What follows belongs to an exercise in optimizing a design on an open flow for small area; a production flow would make more cautious choices.
Only simulation tests tie the RTL to the original design; equivalence was not proved.

// mod_reduce_top
module mod_reduce_top (
  input  logic         clk,
  input  logic         rst,
  input  logic [199:0] operand,
  input  logic         operand_valid,
  output logic [10:0]  residue_a,
  output logic [10:0]  residue_b,
  output logic         residue_valid,
  output logic [19:0]  result,
  output logic         result_valid
);
Size: about 1,700 cells after synthesis, ~250 I/O pins, ~24,000 sq um of cells after synthesis.
==> flow/config.mk <==
export PLATFORM = sky130hd
export DESIGN_NAME = mod_reduce_top
export DESIGN_NICKNAME = mod_reduce_top
export VERILOG_FILES = /design/flow/design.v
export SDC_FILE = /design/flow/constraint.sdc
export NUM_CORES = 4
export LEC_CHECK = 0
export CAP_MARGIN = 20
export CORE_MARGIN = 2
export CORE_UTILIZATION = 65
export CTS_BUF_LIST = sky130_fd_sc_hd__clkbuf_8
export CTS_CLUSTER_SIZE = 20
export GPL_TIMING_DRIVEN = 0
export SLEW_MARGIN = 20
export SYNTH_HIERARCHICAL = 1
==> flow/constraint.sdc <==
create_clock -name core_clock -period 9.0 [get_ports {clk}]
set_input_delay 1.8000 -clock core_clock [delete_from_list [all_inputs] [get_ports {clk}]]
set_output_delay 1.8000 -clock core_clock [all_outputs]
set_load 0.01 [all_outputs]
standard.sh (not shown) runs the stock make flow with config.mk's settings and CLKGATE_MAP_FILE= SYNTH_SCRIPT=/design/flow/synth_recipe.tcl, a recipe that flattens the netlist after the stock synthesis.
==> flow/flow/run.sh <==
#!/bin/bash
# Standard layout, with plain buf_1 cells as the input and output port buffers.
set -euo pipefail
export BUFFER_PORTS_ARGS="-buffer_cell sky130_fd_sc_hd__buf_1"
bash standard.sh > standard_flow.log 2>&1
The first run passed the timing, DRC and antenna checks.
Rerun with:
TNS_END_PERCENT = 10   (was default)
After rerunning:
- The changed run passed the timing, DRC and antenna checks
- wire length barely changes
- via count hardly moves
- cell area barely changes
- synthesized cell count is unchanged
- first-iteration DRC count hardly moves
Rerun with:
CTS_BUF_LIST = default   (was sky130_fd_sc_hd__clkbuf_8)
CTS_CLUSTER_SIZE = default   (was 20)
TNS_END_PERCENT = default   (was 10)
- wire length barely changes
- final area went up by 0.36%
- setup slack gets worse by 0.033 ns
- hold slack gets worse by 0.0044 ns
- global-route usage hardly moves
- first-iteration DRC count went up by 10%

* * *

red:
Another version of the RTL of mod_reduce_top (not shown whole).
Size in the first run: roughly 1700 cells after synthesis, roughly 95 flip-flops, roughly 24000 sq um of cells after synthesis.
export LEC_CHECK = 0
export CAP_MARGIN = 20
export CORE_MARGIN = 2
export CORE_UTILIZATION = 65
export GPL_TIMING_DRIVEN = 0
export SLEW_MARGIN = 20
export SYNTH_HIERARCHICAL = 1
create_clock -name core_clock -period 9.0 [get_ports {clk}]
run.sh (not shown) runs the stock make flow with config.mk's settings and CLKGATE_MAP_FILE= SYNTH_SCRIPT=/design/flow/synth_recipe.tcl, a recipe that flattens the netlist after the stock synthesis.
Stock flow here: none of the scripts above is used.
red ran to completion and came out clean on the timing, DRC and antenna checks.
Input changes introduced in blue (baseline for comparison: red):
# red
export LEC_CHECK = 0
export CAP_MARGIN = 20
export CORE_MARGIN = 2
export CORE_UTILIZATION = 65
export GPL_TIMING_DRIVEN = 0
export SLEW_MARGIN = 20
export SYNTH_HIERARCHICAL = 1
create_clock -name core_clock -period 9.0 [get_ports {clk}]
# blue
export LEC_CHECK = 0
export CAP_MARGIN = 20
export CORE_MARGIN = 2
export CORE_UTILIZATION = 65
export CTS_BUF_LIST = sky130_fd_sc_hd__clkbuf_8
export CTS_CLUSTER_SIZE = 20
export GPL_TIMING_DRIVEN = 0
export SLEW_MARGIN = 20
export SYNTH_HIERARCHICAL = 1
create_clock -name core_clock -period 9.0 [get_ports {clk}]
==> flow/flow/run.sh (new file) <==
#!/bin/bash
# Standard layout, with plain buf_1 cells as the input and output port buffers.
set -euo pipefail
export BUFFER_PORTS_ARGS="-buffer_cell sky130_fd_sc_hd__buf_1"
bash standard.sh > standard_flow.log 2>&1
==> flow/standard.sh (new file) <==
#!/bin/bash
# synth_recipe.tcl (not shown) runs the flow's synth.tcl, then flattens the netlist and writes it again
# the make line also repeats each setting of config.mk as NAME=value (left out here)
make -C /OpenROAD-flow-scripts/flow DESIGN_CONFIG=/design/flow/config.mk WORK_HOME=/design/flow/orfs CLKGATE_MAP_FILE= SYNTH_SCRIPT=/design/flow/synth_recipe.tcl "${@:-finish}"
removed: flow/run.sh
--- outcome ---
Between blue and red, number of clock buffers in the layout is lower for blue, red comes in above that. From red to blue the numbers moved as follows: worst-case clock buffer depth barely changed; last weighted congestion value of the routability-driven placer climbed about 1.1%. blue reports its destination of the critical timing path as s1_q[46]$_DFF_P_ while red reports s1_q[32]$_DFF_P_.
Relative to blue, the following input files were edited for green:
# blue
export LEC_CHECK = 0
export CAP_MARGIN = 20
export CORE_MARGIN = 2
export CORE_UTILIZATION = 65
export CTS_BUF_LIST = sky130_fd_sc_hd__clkbuf_8
export CTS_CLUSTER_SIZE = 20
export GPL_TIMING_DRIVEN = 0
export SLEW_MARGIN = 20
export SYNTH_HIERARCHICAL = 1
create_clock -name core_clock -period 9.0 [get_ports {clk}]
# green
export LEC_CHECK = 0
export CAP_MARGIN = 20
export CORE_MARGIN = 2
export CORE_UTILIZATION = 65
export GPL_TIMING_DRIVEN = 0
export SLEW_MARGIN = 20
export SYNTH_HIERARCHICAL = 1
create_clock -name core_clock -period 9.0 [get_ports {clk}]
==> run notes <==
Diff blue -> green | relative area change from synthesis to final layout | increase of 0.37 points. Fmax went down slightly going from blue to green. Summary of green over blue: global routing met1 resource utilization essentially unchanged, overall track demand over capacity in global routing essentially unchanged. Comparing blue with green, the total via count in the routed design came out essentially unchanged.

* * *

mod_reduce_top, a different RTL version from the one above (not shown whole).
Size in the first run: roughly 95 flip-flops, roughly 250 I/O pins.
==> flow/config.mk <==
export PLATFORM = sky130hd
export DESIGN_NAME = mod_reduce_top
export DESIGN_NICKNAME = mod_reduce_top
export VERILOG_FILES = /design/flow/design.v
export SDC_FILE = /design/flow/constraint.sdc
export NUM_CORES = 4
export LEC_CHECK = 0
export CAP_MARGIN = 20
export CORE_MARGIN = 2
export CORE_UTILIZATION = 65
export CTS_BUF_LIST = sky130_fd_sc_hd__clkbuf_8
export CTS_CLUSTER_SIZE = 32
export GPL_TIMING_DRIVEN = 0
export SLEW_MARGIN = 20
export SYNTH_HIERARCHICAL = 1
==> flow/constraint.sdc <==
create_clock -name core_clock -period 9.0 [get_ports {clk}]
set_input_delay 1.8000 -clock core_clock [delete_from_list [all_inputs] [get_ports {clk}]]
set_output_delay 1.8000 -clock core_clock [all_outputs]
set_load 0.01 [all_outputs]
standard.sh (not shown) runs the stock make flow with config.mk's settings and CLKGATE_MAP_FILE= SYNTH_SCRIPT=/design/flow/synth_recipe.tcl, a recipe that flattens the netlist after the stock synthesis.
==> flow/flow/run.sh <==
#!/bin/bash
# Standard layout, with plain buf_1 cells as the input and output port buffers.
set -euo pipefail
export BUFFER_PORTS_ARGS="-buffer_cell sky130_fd_sc_hd__buf_1"
bash standard.sh > standard_flow.log 2>&1
The first run finished clean.
Change:
Settings changed: CTS_CLUSTER_SIZE 32 to 20.
=> The changed run completed with no timing, DRC or antenna violations; synthesized area does not change; first-iteration DRC count is unchanged; maximum frequency stays the same.
Change:
Settings changed: CTS_BUF_LIST sky130_fd_sc_hd__clkbuf_8 to sky130_fd_sc_hd__clkbuf_4 sky130_fd_sc_hd__clkbuf_8, CTS_CLUSTER_SIZE 20 to 16.
What happened: Design area is unchanged; sequential cell count stays the same; synthesized area is unchanged; worst setup slack is unchanged; core utilization stays the same; sequential share of layout area is unchanged; wire length is unchanged; die area does not change; maximum frequency stays the same.

* * *

== old ==
mod_reduce_top, a different RTL version from the one above (not shown whole).
For scale: roughly 2000 cells after synthesis, roughly 96 flip-flops, ~250 I/O pins.
Settings: LEC_CHECK=0, CAP_MARGIN=20, CORE_MARGIN=2, CORE_UTILIZATION=65, GPL_TIMING_DRIVEN=0, SLEW_MARGIN=20, SYNTH_HIERARCHICAL=1; clock period 9.0 ns.
Scripts as last shown in full above: flow/flow/run.sh
#### Input delta (new over old)
==> flow/run.sh (new file) <==
#!/bin/bash
# synth_recipe.tcl (not shown) runs the flow's synth.tcl, then flattens the netlist and writes it again
# the make line also repeats each setting of config.mk as NAME=value (left out here)
make -C /OpenROAD-flow-scripts/flow DESIGN_CONFIG=/design/flow/config.mk WORK_HOME=/design/flow/orfs CLKGATE_MAP_FILE= SYNTH_SCRIPT=/design/flow/synth_recipe.tcl finish
removed: flow/flow/run.sh
removed: flow/standard.sh
--- outcome ---
- A launch point of the critical path of s1_q[24]$_DFF_P_ is what old shows, while s1_q[28]$_DFF_P_ belongs to new.
- Going from old to new, cell area after layout grew by a few percent.
- Comparing old with new, the fraction of the cycle the final worst path needs came out essentially unchanged.
- Between new and old, number of buffer and inverter stages on the critical path is higher for old, new comes in under that.
- For minimum period implied by the final worst setup slack, new and old come out practically identical.
- Re detailed-route DRC error count: no difference whatsoever between new and old.

[separate check: timing with driven ports]
No port has a modelled driver above. Below, the same layouts with a new extraction and two added sets of constraints.
Step 1 sets driving cells, clkbuf_16 on the clock port and buf_2 on the other inputs (assumed; they add their load-dependent delay and slew).
Step 2, shift: input delay + t, output delay - t, t = (earliest + latest rising clock arrival at the registers) / 2. This alone moves slack from input paths to output paths.
Three values: ideal ports, drivers, drivers and shift; two values: the first two.
| run | shift t [ns] | slack for setup (ns) | worst setup path at the end | worst register clock-pin slew, ns |
|---|---|---|---|---|
| the first run of note 1 | 0.434 | 0.283 / 0.295 / -0.139 | input to register | 0.11 / 0.11 |
| the second run of note 1 | 0.434 | 0.283 / 0.295 / -0.139 | input to register | 0.11 / 0.11 |
| the third run of note 1 | 0.406 | 0.250 / 0.269 / -0.137 | input to register | 0.08 / 0.08 |
| red | 0.407 | 0.131 / 0.145 / -0.263 | input to register | 0.07 / 0.07 |
| blue | 0.452 | 0.349 / 0.371 / -0.081 | input to register | 0.12 / 0.12 |
| green | 0.413 | 0.309 / 0.337 / -0.076 | input to register | 0.08 / 0.08 |
| the first run of note 3 | 0.432 | 0.191 / 0.210 / -0.223 | input to register | 0.11 / 0.11 |
| the second run of note 3 | 0.432 | 0.191 / 0.210 / -0.223 | input to register | 0.11 / 0.11 |
| the third run of note 3 | 0.432 | 0.191 / 0.210 / -0.223 | input to register | 0.11 / 0.11 |
| old | 0.434 | 0.369 / 0.369 / 0.369 | register to register | 0.08 / 0.08 |
| new | 0.437 | 0.367 / 0.367 / 0.198 | input to register | 0.08 / 0.08 |
Met with ideal ports but missed after step 2: setup timing in 9 of these runs. The setup slack of blue, which loses most, moves by +0.022 ns with the drivers and by -0.430 ns with both steps.
